Context: an optimization exercise on an open-source flow, tuned for small area, a short achievable clock period and few clock cycles per item. The choices shown serve that exercise and are no tape-out recipe.
Only simulation tests tie the RTL to the original design; equivalence was not proved.

## red
// sha_256_stream_core
module sha_256_stream_core #(
  parameter int ROUNDS_PER_CYCLE = 1,
  parameter bit ENABLE_SHA224 = 1
) (
  input  logic         clk,
  input  logic         rst,
  input  logic         ena,
  input  logic [511:0] input_data,
  input  logic         input_valid,
  input  logic         input_first,
  input  logic         input_last,
  input  logic         mode_224,
  output logic         input_ready,
  output logic [255:0] output_hash,
  output logic         output_valid,
  input  logic         output_ready
);
For scale: roughly 780 I/O pins, roughly 0.058 mm2 of cells after synthesis.
Settings: LEC_CHECK=0, CAP_MARGIN=20, CORE_MARGIN=2, CORE_UTILIZATION=55, CTS_CLUSTER_DIAMETER=90, CTS_CLUSTER_SIZE=25, PLACE_DENSITY=0.75, SETUP_SLACK_MARGIN=5, SLEW_MARGIN=20, SYNTH_HIERARCHICAL=1; clock period 9.5 ns.
standard.sh (not shown) runs the stock make flow with config.mk's settings and CLKGATE_MAP_FILE= SYNTH_SCRIPT=/design/flow/synth_recipe.tcl, a recipe that flattens the netlist after the stock synthesis.
==> flow/flow/run.sh <==
#!/bin/bash
# The standard layout (standard synthesis, floorplan, placement, CTS, routing), except that
# the input and output ports are buffered with sky130_fd_sc_hd__buf_1 instead of the delay
# buffer buffer_ports picks by default.
set -euo pipefail
bash standard.sh "BUFFER_PORTS_ARGS=-buffer_cell sky130_fd_sc_hd__buf_1" finish > orfs_make.log 2>&1
The flow did not stop early for red: all stages ran, and the layout cleared the timing, design-rule and antenna checks.
Testbench counts of red, summed over its fixed seeds: cycles 39,942, blocks 614.
The inputs of blue differ from those of red as listed below.
==> flow/run.sh (new file) <==
#!/bin/bash
# synth_recipe.tcl (not shown) runs the flow's synth.tcl, then flattens the netlist and writes it again
# the make line also repeats each setting of config.mk as NAME=value (left out here)
make -C /OpenROAD-flow-scripts/flow DESIGN_CONFIG=/design/flow/config.mk WORK_HOME=/design/flow/orfs CLKGATE_MAP_FILE= SYNTH_SCRIPT=/design/flow/synth_recipe.tcl finish
diff --git a/flow/config.mk b/flow/config.mk
--- a/flow/config.mk
+++ b/flow/config.mk
@@ -11,5 +11,5 @@
 export CTS_CLUSTER_DIAMETER = 90
 export CTS_CLUSTER_SIZE = 25
-export PLACE_DENSITY = 0.75
+export GPL_ROUTABILITY_DRIVEN = 0
 export SETUP_SLACK_MARGIN = 5
 export SLEW_MARGIN = 20
removed: flow/flow/run.sh
removed: flow/standard.sh
Findings:
Reg2reg setup slack (higher): blue
Routing layer with the top usage in global route = met2: blue; routing layer with the top usage in global route = met1: red
In the flow results for red and blue, the global-route usage is larger on red.
Comparing detailed-route wire length per cell for red and blue, the bigger number came from red.
Compared blue against red; clock slew at the register clock pins of the worst setup and hold paths within noise.
Maximum fanout encountered on the critical timing path down 2 in blue wrt red
blue did not stop at any stage, and its layout met the timing, design-rule and antenna checks.
What green does differently from blue at the input level:
==> flow/flow/run.sh (new file) <==
#!/bin/bash
# The standard layout (standard synthesis, floorplan, placement, CTS, routing), except that
# the input and output ports are buffered with sky130_fd_sc_hd__buf_1 instead of the delay
# buffer buffer_ports picks by default.
set -euo pipefail
bash standard.sh "BUFFER_PORTS_ARGS=-buffer_cell sky130_fd_sc_hd__buf_1" finish > orfs_make.log 2>&1
==> flow/standard.sh (new file) <==
#!/bin/bash
# synth_recipe.tcl (not shown) runs the flow's synth.tcl, then flattens the netlist and writes it again
# the make line also repeats each setting of config.mk as NAME=value (left out here)
make -C /OpenROAD-flow-scripts/flow DESIGN_CONFIG=/design/flow/config.mk WORK_HOME=/design/flow/orfs CLKGATE_MAP_FILE= SYNTH_SCRIPT=/design/flow/synth_recipe.tcl "${@:-finish}"
diff --git a/flow/config.mk b/flow/config.mk
--- a/flow/config.mk
+++ b/flow/config.mk
@@ -11,5 +11,4 @@
 export CTS_CLUSTER_DIAMETER = 90
 export CTS_CLUSTER_SIZE = 25
-export GPL_ROUTABILITY_DRIVEN = 0
 export SETUP_SLACK_MARGIN = 5
 export SLEW_MARGIN = 20
removed: flow/run.sh
- blue: full flow OK, the timing, design-rule and antenna checks passed
- green finished end to end and its layout was clean on timing, DRC and antenna.
- Re met1 routing resource usage after global routing: green and blue aren't equal, and the lower value belongs to blue.
- Clock edge transition at the registers on the reported setup and hold paths across green and blue: no real change.
- The setup slack of green exceeds that of blue by 0.12 ns.
- On quantity of gates resized following cts, the higher figure sits with green, not blue.
- Via count: green vs blue — no meaningful difference
Input changes introduced in orange (baseline for comparison: green):
diff --git a/flow/config.mk b/flow/config.mk
--- a/flow/config.mk
+++ b/flow/config.mk
@@ -11,4 +11,5 @@
 export CTS_CLUSTER_DIAMETER = 90
 export CTS_CLUSTER_SIZE = 25
+export GPL_ROUTABILITY_DRIVEN = 0
 export SETUP_SLACK_MARGIN = 5
 export SLEW_MARGIN = 20
==> run summary <==
Cmp orange vs green: fraction of the core area covered by cells at the end of the flow lower in orange
Summary of orange over green: final worst hold slack picked up an extra 0.011 ns; minimum clock period after layout now sits at about the same level.

## what the ideal ports hide
Ports are ideal in the flow. The routed layouts listed here were re-timed in OpenROAD. Step 1 (the two cells are an assumption about what drives the block):
set clk [get_ports {clk}]
set_driving_cell -lib_cell sky130_fd_sc_hd__clkbuf_16 $clk
set_driving_cell -lib_cell sky130_fd_sc_hd__buf_2 [delete_from_list [all_inputs] $clk]
Step 2 times the ports against the registers' clock, not the clock port: input delays grow and output delays shrink by t, the midpoint of the rising clock arrivals with the driver on. a / b / c = no drivers / after step 1 / after step 2; a / b = the first two.
run | t, ns | setup slack, ns | hold slack, ns | clock arrival spread, ns | worst register clock-pin slew, ns
red | 0.774 | 4.808 / 4.808 / 4.808 | 0.324 / 0.324 / 0.324 | 0.046 / 0.045 | 0.12 / 0.12
blue | 0.790 | 4.855 / 4.855 / 4.779 | 0.307 / 0.307 / 0.307 | 0.060 / 0.059 | 0.11 / 0.11
green | 0.791 | 4.976 / 4.976 / 4.976 | 0.277 / 0.277 / 0.277 | 0.075 / 0.075 | 0.11 / 0.11
orange | 0.790 | 4.977 / 4.977 / 4.977 | 0.287 / 0.287 / 0.287 | 0.060 / 0.059 | 0.11 / 0.11
After both steps every run listed still meets setup and hold. The setup slack of blue, which loses most, moves by 0.000 ns with the drivers and by -0.076 ns with both steps.
